Context: an optimization exercise on an open-source flow, tuned for small area, a short achievable clock period and few clock cycles. The choices shown serve that exercise and are no tape-out recipe.
RTL that was checked went through simulation tests only; none was proved equivalent to the original.
Power figures rest on the tool's default switching activity, not on a simulated workload.

## run 1
==> flow/design.v (excerpt) <==
module move_unmaker #(
  parameter int DEPTH = 64,
  parameter int PW    = $clog2(DEPTH) + 1
) (
  input  logic          clk_in,
  input  logic          rst_in,
  input  logic          push_valid_in,
  input  logic [14:0]   push_move_in,
  input  logic [430:0]  push_board_in,
  output logic          push_ready_out,
  input  logic          undo_valid_in,
  input  logic [430:0]  board_in,
  output logic          undo_ready_out,
  output logic [430:0]  board_out,
  output logic          valid_out,
  output logic [PW-1:0] depth_out,
  output logic          error_out
);
==> flow/config.mk <==
export PLATFORM = sky130hd
export DESIGN_NAME = move_unmaker
export DESIGN_NICKNAME = move_unmaker
export VERILOG_FILES = /design/flow/design.v
export SDC_FILE = /design/flow/constraint.sdc
export NUM_CORES = 4
export LEC_CHECK = 0
export CAP_MARGIN = 20
export CORE_MARGIN = 2
export CORE_UTILIZATION = 60
export SETUP_SLACK_MARGIN = 3.6
export SLEW_MARGIN = 20
export TNS_END_PERCENT = 20
==> flow/constraint.sdc <==
create_clock -name core_clock -period 7.0 [get_ports {clk_in}]
set_input_delay 1.4000 -clock core_clock [delete_from_list [all_inputs] [get_ports {clk_in}]]
set_output_delay 1.4000 -clock core_clock [all_outputs]
set_load 0.01 [all_outputs]
run.sh (not shown) runs the stock make flow with config.mk's settings and CLKGATE_MAP_FILE= SYNTH_SCRIPT=/design/flow/synth_recipe.tcl, a recipe that flattens the netlist after the stock synthesis.
For run 1, the flow was terminated by a tool error in 5_1_grt and produced no final design.
Input changes introduced in run 4 (baseline for comparison: run 1):
- swapping 3.6 for 3.0 in SETUP_SLACK_MARGIN
- clearing TNS_END_PERCENT, which used to be 20
Notes after the runs:
- Run 4 | ERROR | 5_1_grt
- For run 1, the flow was terminated by a tool error in 5_1_grt and produced no final design.
- Reported for run 1 and run 4, synthesis-stage register bit count turned out identical to the last digit.
- Re count of buffers from port buffering: no difference whatsoever between run 4 and run 1.
- Xor/xnor cell area share of the yosys netlist: run 1 vs run 4, no meaningful difference
- Compared run 1 against run 4; placed cell count within noise.
Function was not checked in any run of this note: the RTL went through the layout flow alone.

* * *

job 4166:
Another version of the RTL of move_unmaker (not shown whole).
Size: about 2800 flip-flops, about 1300 I/O pins, roughly 0.11 mm² of cells after synthesis.
Settings: LEC_CHECK=0, CAP_MARGIN=40, CORE_MARGIN=2, CORE_UTILIZATION=40, CTS_BUF_LIST=sky130_fd_sc_hd__clkbuf_16, CTS_CLUSTER_DIAMETER=80, CTS_CLUSTER_SIZE=25, PLACE_DENSITY=0.7, SETUP_SLACK_MARGIN=3.6, SLEW_MARGIN=50; clock period 7.0 ns.
standard.sh (not shown) runs the stock make flow with config.mk's settings and CLKGATE_MAP_FILE= SYNTH_SCRIPT=/design/flow/synth_recipe.tcl, a recipe that flattens the netlist after the stock synthesis.
==> flow/flow/run.sh <==
#!/bin/bash
# Standard layout, except that buffer_ports is told to use plain buf_1
# buffers on the ports instead of the delay cells it picks by itself.
set -euo pipefail
here=$(pwd)
bash standard.sh synth > "$here/make_synth.log" 2>&1
export BUFFER_PORTS_ARGS="-buffer_cell sky130_fd_sc_hd__buf_1"
bash standard.sh > "$here/make_layout.log" 2>&1
Job 4166 closes out successfully: all stages finished, all timing, DRC and antenna checks passed.
Testbench counts of job 4166, summed over its fixed seeds: cycles 24,001.
What job 1201 does differently from job 4166 at the input level:
Settings: swapping 40 for 20 in CAP_MARGIN; clearing PLACE_DENSITY, which used to be 0.7; swapping 3.6 for 3.8 in SETUP_SLACK_MARGIN; swapping 40 for 50 in CORE_UTILIZATION; swapping 50 for 20 in SLEW_MARGIN.
Notes after the runs:
The final layouts of job 4166 and job 1201 pass the timing, DRC and antenna checks.
A critical path class of in2reg is what job 4166 shows, while reg2reg belongs to job 1201.
Job 1201 ends up with a share of the final layout cell area in multi-input gates that is 0.61 points higher than in job 4166.
Summary of job 1201 over job 4166: count of cells along the worst register-to-register path has decreased, via count now larger, number of global-route vias before repair went up by 3005, fraction of power consumed by the clock network now sits lower.
The inputs of job 4823 differ from those of job 1201 as listed below.
Settings: swapping 50 for 40 in CORE_UTILIZATION.
## What came out
- Job 1201 -> job 4823: final-layout clock buffer total increased by a few percent
- Between job 4823 and job 1201, the relative contribution of combinational cells to total power figures differ only marginally.
- In the tables for job 4823 and job 1201, peak supply drop reads higher with job 1201.
- Area: job 4823 vs job 1201 -> job 4823 larger
- The lower global-route usage of job 4823 and job 1201 is in job 4823.
- Per the comparison of job 4823 with job 1201, worst setup slack after layout went down; layout overhead on the synthesized area went up; number of buffers other than clock buffers in the final layout went down; total met3 wirelength after detailed routing went down.
Modified inputs, job 7811 compared to job 4823
Settings: changing SLEW_MARGIN from 20 to 60; setting PLACE_DENSITY to 0.7 for the first time; changing CAP_MARGIN from 20 to 50.
==> notes.md <==
As far as number of clock sinks goes, job 7811 and job 4823 are indistinguishable; the numbers are identical.
Looking at critical path capture point, the r_board_out[350] result is from job 7811; the r_board_out[295] one comes from job 4823.
Going from job 4823 to job 7811, cell area after layout grows by about 1.4%.
In job 7811 the power consumption turned out 0.50% lower than in job 4823.
Compared with job 4823, job 7811 shows a largest driver fanout on the critical path that is 15 higher.
Of the two values seen for critical setup path kind, in2reg was produced by job 4823 and reg2reg by job 7811.

* * *

move_unmaker again, from the RTL that the note above started with.
==> flow/config.mk <==
export PLATFORM = sky130hd
export DESIGN_NAME = move_unmaker
export DESIGN_NICKNAME = move_unmaker
export VERILOG_FILES = /design/flow/design.v
export SDC_FILE = /design/flow/constraint.sdc
export NUM_CORES = 4
export LEC_CHECK = 0
export CAP_MARGIN = 40
export CORE_MARGIN = 2
export CORE_UTILIZATION = 40
export CTS_BUF_LIST = sky130_fd_sc_hd__clkbuf_16
export CTS_CLUSTER_DIAMETER = 80
export CTS_CLUSTER_SIZE = 25
export PLACE_DENSITY = 0.7
export SETUP_SLACK_MARGIN = 3.8
export SLEW_MARGIN = 50
==> flow/constraint.sdc <==
create_clock -name core_clock -period 7.0 [get_ports {clk_in}]
set_input_delay 1.4000 -clock core_clock [delete_from_list [all_inputs] [get_ports {clk_in}]]
set_output_delay 1.4000 -clock core_clock [all_outputs]
set_load 0.01 [all_outputs]
Scripts as last shown in full above: flow/flow/run.sh
Testbench counts at the start, summed over its fixed seeds: cycles 24,001.
Then changed:
CAP_MARGIN = 60   (was 40)
SLEW_MARGIN = 70   (was 50)
The changed run went through all stages and came out clean.
Via count rises by 2.4%.
Design area increases by 3.7%.
Setup slack improved by 0.065 ns.
Die area is unchanged.
Then changed:
CAP_MARGIN = 40   (was 60)
PLACE_DENSITY = default   (was 0.7)
SLEW_MARGIN = 50   (was 70)
Non-clock buffer count falls by 310.
Synthesized area is unchanged.
Sequential share of layout area rises by 2.2 points.
Critical path depth rises by 6.
Total power rises by 0.47%.
Worst setup slack degrades by 0.043 ns.
Sequential cell count is unchanged.
Worst hold slack improves by 0.0034 ns.
Die area is unchanged.
Design area falls by 3.7%.
Cell count falls by 2.5%.

* * *

## rev 12
The RTL this note starts from:
==> flow/design.v <==
module move_unmaker #(
  parameter int DEPTH = 64,
  parameter int PW    = $clog2(DEPTH) + 1
) (
  input  logic          clk_in,
  input  logic          rst_in,
  input  logic          push_valid_in,
  input  logic [14:0]   push_move_in,
  input  logic [430:0]  push_board_in,
  output logic          push_ready_out,
  input  logic          undo_valid_in,
  input  logic [430:0]  board_in,
  output logic          undo_ready_out,
  output logic [430:0]  board_out,
  output logic          valid_out,
  output logic [PW-1:0] depth_out,
  output logic          error_out
);
  localparam int AW = $clog2(DEPTH);
  localparam int NUM_BB = 5;
  localparam int RW = 36;
  localparam logic [2:0] SPECIAL_UNKNOWN    = 3'd0;
  localparam logic [2:0] SPECIAL_CASTLE     = 3'd2;
  localparam logic [2:0] SPECIAL_EN_PASSANT = 3'd3;
  localparam logic [2:0] CAP_K    = 3'd5;
  localparam logic [2:0] CAP_NONE = 3'd7;
  function automatic [7:0] dec3(input [2:0] x);
    dec3 = 8'd1 << x;
  endfunction
  function automatic [31:0] sq_dec(input [11:0] x);
    sq_dec = {dec3(x[11:9]), dec3(x[8:6]), dec3(x[5:3]), dec3(x[2:0])};
  endfunction
  logic [PW-1:0] r_depth;
  logic [RW-1:0] r_mem [0:DEPTH-3];
  logic [RW-1:0] r_sec;
  logic [7:0]    t_sr, t_sf, t_dr, t_df;
  logic [5:0]    t_src, t_dst;
  logic [5:0]    t_cap;
  logic          t_ep, t_dir, t_promo, t_cm;
  logic [18:0]   t_keep;
  logic [430:0]  r_board_out;
  logic          r_valid, r_error;
  logic          w_push_ready, w_undo_ready, w_push_acc, w_undo_acc, w_reject;
  logic          w_push_ld, w_undo_ld;
  logic [AW-1:0] r_wr_ptr, r_rd_ptr;
  logic          r_full, r_empty;
  assign w_push_ready = !rst_in && !r_full;
  assign w_undo_ready = !rst_in && !r_empty && !push_valid_in;
  assign w_push_acc   = push_valid_in && w_push_ready;
  assign w_undo_acc   = undo_valid_in && w_undo_ready;
  assign w_push_ld    = push_valid_in && !r_full;
  assign w_undo_ld    = undo_valid_in && !r_empty && !push_valid_in;
  assign w_reject     = !rst_in && ((push_valid_in && r_full) ||
                        (undo_valid_in && r_empty && !push_valid_in));
  logic [63:0]       p_bb [0:NUM_BB-1];
  logic [NUM_BB-1:0] p_at;
  logic [5:0]        p_k0, p_k1, p_src, p_dst;
  logic [2:0]        p_special;
  logic [2:0]        p_dx;
  logic [5:0]        p_cap;
  logic              p_src_pawn, p_src_king, p_dst_king, p_ep, p_castle_mv, p_seen;
  always_comb begin
    for (int i = 0; i < NUM_BB; i++) p_bb[i] = push_board_in[111 + 64*i +: 64];
    p_k0      = push_board_in[104:99];
    p_k1      = push_board_in[110:105];
    p_src     = push_move_in[14:9];
    p_dst     = push_move_in[8:3];
    p_special = push_move_in[2:0];
    for (int i = 0; i < NUM_BB; i++) p_at[i] = p_bb[i][p_dst];
    p_dx = (p_src[2:0] > p_dst[2:0]) ? (p_src[2:0] - p_dst[2:0]) : (p_dst[2:0] - p_src[2:0]);
    p_src_pawn = p_bb[0][p_src];
    p_src_king = (p_k0 == p_src) || (p_k1 == p_src);
    p_dst_king = (p_k0 == p_dst) || (p_k1 == p_dst);
    p_ep = (p_special == SPECIAL_EN_PASSANT) ||
           ((p_special == SPECIAL_UNKNOWN) && p_src_pawn &&
            (p_dst[2:0] != p_src[2:0]) && !(|p_at) && !p_dst_king);
    p_cap[5] = p_dst_king;
    p_seen   = p_dst_king;
    for (int i = 0; i < NUM_BB; i++) begin
      p_cap[i] = p_at[i] && !p_seen;
      p_seen   = p_seen || p_at[i];
    end
    p_castle_mv = p_src_king && ((p_special == SPECIAL_CASTLE) ||
                  ((p_special == SPECIAL_UNKNOWN) && (p_dx > 3'd1)));
  end
  logic [7:0]   t_cr;
  logic [5:0]   u_src, u_dst, u_kb;
  logic         u_castle_mv, u_promo, u_ep, u_b, u_nk, u_left, u_cap_k, u_cap_any;
  logic [NUM_BB-1:0] u_cap;
  logic [NUM_BB-1:0] u_has;
  logic [63:0]  u_bb [0:NUM_BB-1];
  logic [63:0]  u_pw, m_src, m_dst, m_cap, m_rf, m_rt, m_clr;
  logic [5:0]   u_k0, u_k1;
  logic [430:0] w_rebuilt;
  always_comb begin
    u_src       = t_src;
    u_dst       = t_dst;
    u_ep        = t_ep;
    u_promo     = t_promo;
    u_castle_mv = t_cm;
    for (int i = 0; i < NUM_BB; i++) u_cap[i] = u_ep ? (i == 0) : t_cap[i];
    u_cap_k     = !u_ep && t_cap[5];
    u_cap_any   = u_ep || (|t_cap);
    t_cr        = !u_ep ? t_dr : t_dir ? {t_dr[6:0], t_dr[7]} : {t_dr[0], t_dr[7:1]};
    u_left      = (u_dst < u_src);
    for (int j = 0; j < 64; j++) begin
      m_src[j] = t_sr[j / 8] & t_sf[j % 8];
      m_dst[j] = t_dr[j / 8] & t_df[j % 8];
      m_cap[j] = t_cr[j / 8] & t_df[j % 8];
      m_rf[j]  = u_castle_mv & t_sr[j / 8] & ((j % 8) == (u_left ? 3 : 5));
      m_rt[j]  = u_castle_mv & t_sr[j / 8] & ((j % 8) == (u_left ? 0 : 7));
    end
    u_b  = ~board_in[1];
    u_k0 = board_in[104:99];
    u_k1 = board_in[110:105];
    u_pw = board_in[98:35];
    u_kb = u_b ? u_k1 : u_k0;
    u_nk  = (u_kb != u_dst);
    m_clr = u_nk ? m_dst : 64'd0;
    for (int i = 0; i < NUM_BB; i++) begin
      u_bb[i]  = board_in[111 + 64*i +: 64];
      u_has[i] = u_promo ? (i == 0) : |(u_bb[i] & m_dst);
      u_bb[i]  = (u_bb[i] & ~m_clr) | (u_nk && u_has[i] ? m_src : 64'd0) |
                 (u_cap[i] ? m_cap : 64'd0);
    end
    u_bb[3] = (u_bb[3] & ~m_rf) | m_rt;
    if (!u_nk) begin
      if (u_b) u_k1 = u_src; else u_k0 = u_src;
    end
    if (u_cap_k) begin
      if (u_b) u_k0 = u_dst; else u_k1 = u_dst;
    end
    u_pw = u_pw & ~m_dst;
    u_pw = u_b ? (u_pw & ~m_src) : (u_pw | m_src);
    if (u_cap_any) u_pw = u_b ? (u_pw | m_cap) : (u_pw & ~m_cap);
    u_pw = u_pw & ~m_rf;
    u_pw = u_b ? (u_pw & ~m_rt) : (u_pw | m_rt);
    w_rebuilt = {u_bb[4], u_bb[3], u_bb[2], u_bb[1], u_bb[0], u_k1, u_k0, u_pw,
                 t_keep[18:1], board_in[16:1] - 16'd1, t_keep[0]};
  end
  always_ff @(posedge clk_in) begin
    if (rst_in) begin
      r_depth  <= '0;
      r_wr_ptr <= AW'(DEPTH - 2);
      r_rd_ptr <= AW'(DEPTH - 3);
      r_full   <= 1'b0;
      r_empty  <= 1'b1;
    end else if (w_push_acc) begin
      r_depth  <= r_depth + PW'(1);
      r_wr_ptr <= r_wr_ptr + AW'(1);
      r_rd_ptr <= r_rd_ptr + AW'(1);
      r_full   <= (r_depth == PW'(DEPTH - 1));
      r_empty  <= 1'b0;
    end else if (w_undo_acc) begin
      r_depth  <= r_depth - PW'(1);
      r_wr_ptr <= r_wr_ptr - AW'(1);
      r_rd_ptr <= r_rd_ptr - AW'(1);
      r_full   <= 1'b0;
      r_empty  <= (r_depth == PW'(1));
    end
  end
  always_ff @(posedge clk_in) begin
    r_valid     <= w_undo_acc;
    r_error     <= w_reject;
    r_board_out <= w_rebuilt;
  end
  logic [RW-1:0] w_rd_data;
  always_comb begin
    w_rd_data = '0;
    for (int k = 0; k < DEPTH-2; k++)
      if (r_rd_ptr == AW'(k)) w_rd_data = w_rd_data | r_mem[k];
  end
  logic [2:0]    t_kind, m_kind;
  logic [4:0]    t_code, m_code;
  logic [RW-1:0] t_rec;
  logic          m_ep;
  always_comb begin
    t_kind = CAP_NONE;
    for (int i = 5; i >= 0; i--)
      if (t_cap[i]) t_kind = 3'(i);
    if (t_ep)         t_code = {2'b11, 1'b0, t_dir, t_cm};
    else if (t_promo) t_code = {2'b10, t_kind};
    else              t_code = {1'b0, t_cm, t_kind};
    t_rec = {t_src, t_dst, t_code, t_keep};
    m_code = r_sec[23:19];
    m_kind = m_code[2:0];
    m_ep   = &m_code[4:3];
  end
  always_ff @(posedge clk_in) begin
    if (w_push_ld) begin
      {t_sr, t_sf, t_dr, t_df} <= sq_dec({p_src, p_dst});
      t_src   <= p_src;
      t_dst   <= p_dst;
      t_cap   <= p_cap;
      t_ep    <= p_ep;
      t_dir   <= push_board_in[1];
      t_promo <= p_special[2];
      t_cm    <= p_castle_mv;
      t_keep  <= {push_board_in[34:31], push_board_in[30:24], push_board_in[23:17],
                  push_board_in[0]};
    end else if (w_undo_ld) begin
      {t_sr, t_sf, t_dr, t_df} <= sq_dec(r_sec[35:24]);
      t_src   <= r_sec[35:30];
      t_dst   <= r_sec[29:24];
      for (int i = 0; i < 6; i++) t_cap[i] <= !m_ep && (m_kind == 3'(i));
      t_ep    <= m_ep;
      t_dir   <= m_code[1];
      t_promo <= (m_code[4:3] == 2'b10);
      t_cm    <= m_ep ? m_code[0] : (m_code[4:3] == 2'b01);
      t_keep  <= r_sec[18:0];
    end
    if (w_push_ld)      r_sec <= t_rec;
    else if (w_undo_ld) r_sec <= w_rd_data;
    for (int k = 0; k < DEPTH-2; k++)
      if (r_wr_ptr == AW'(k)) r_mem[k] <= r_sec;
  end
  assign push_ready_out = w_push_ready;
  assign undo_ready_out = w_undo_ready;
  assign board_out      = r_board_out;
  assign valid_out      = r_valid;
  assign depth_out      = r_depth;
  assign error_out      = r_error;
endmodule
==> flow/config.mk <==
export PLATFORM = sky130hd
export DESIGN_NAME = move_unmaker
export DESIGN_NICKNAME = move_unmaker
export VERILOG_FILES = /design/flow/design.v
export SDC_FILE = /design/flow/constraint.sdc
export NUM_CORES = 4
export LEC_CHECK = 0
export CAP_MARGIN = 20
export CORE_MARGIN = 2
export CORE_UTILIZATION = 40
export CTS_BUF_LIST = sky130_fd_sc_hd__clkbuf_16
export CTS_CLUSTER_DIAMETER = 80
export CTS_CLUSTER_SIZE = 25
export SETUP_SLACK_MARGIN = 3.8
export SLEW_MARGIN = 20
==> flow/constraint.sdc <==
create_clock -name core_clock -period 7.0 [get_ports {clk_in}]
set_input_delay 1.4000 -clock core_clock [delete_from_list [all_inputs] [get_ports {clk_in}]]
set_output_delay 1.4000 -clock core_clock [all_outputs]
set_load 0.01 [all_outputs]
Scripts as last shown in full above: flow/flow/run.sh
Rev 12 ended with every stage complete and zero timing, DRC or antenna violations.
Testbench counts of rev 12, summed over its fixed seeds: cycles 24,001.
Modified inputs, rev 13 compared to rev 12
- changing SLEW_MARGIN from 20 to 50
- changing CAP_MARGIN from 20 to 40
==> comparison <==
Compared with rev 12, rev 13 shows non-clock buffer count that has gone down slightly. Rev 13 gives less total length of routed wires than rev 12 did. The worst ir drop on vdd reported for rev 13 is greater than that of rev 12 by 0.088 mV. Rev 12 vs rev 13, launch point of the critical path: t_df[0] vs board_in[146].

## port drivers added, routing unchanged
How much do the figures lean on ideal ports? The routed layouts below were timed once more, with nothing changed but the port constraints.
Step 1 assumes that a clkbuf_16 drives the clock port and a buf_2 every other input.
Step 2 adds t to the input delays and takes it off the output delays; t is the mean of the earliest and latest rising clock arrival at the registers after step 1. Input paths then give back, and output paths get back, about the clock's delay inside the block.
a / b / c = ideal / step 1 / step 2; a / b = the first two.
run | t, ns | setup slack, ns | clock arrival spread, ns | worst data-port slew with drivers (ns)
job 4166 | 0.950 | 3.436 / 3.454 / 2.503 | 0.121 / 0.121 | 0.31
job 1201 | 0.954 | 3.539 / 3.539 / 2.677 | 0.076 / 0.076 | 0.29
job 4823 | 0.988 | 3.430 / 3.484 / 2.524 | 0.068 / 0.067 | 0.48
job 7811 | 0.986 | 3.602 / 3.559 / 2.573 | 0.110 / 0.110 | 0.27
the first run of note 3 | 0.956 | 3.612 / 3.589 / 2.633 | 0.132 / 0.132 | 0.26
the second run of note 3 | 0.951 | 3.678 / 3.637 / 2.827 | 0.150 / 0.151 | 0.36
the third run of note 3 | 0.966 | 3.635 / 3.594 / 2.677 | 0.076 / 0.077 | 0.50
rev 12 | 0.955 | 3.313 / 3.313 / 2.448 | 0.128 / 0.128 | 0.41
rev 13 | 0.966 | 3.578 / 3.597 / 2.632 | 0.084 / 0.084 | 0.44
After both steps setup and hold are still met in every run listed. The setup slack of job 7811, which loses most, moves by -0.043 ns with the drivers and by -1.029 ns with both steps.
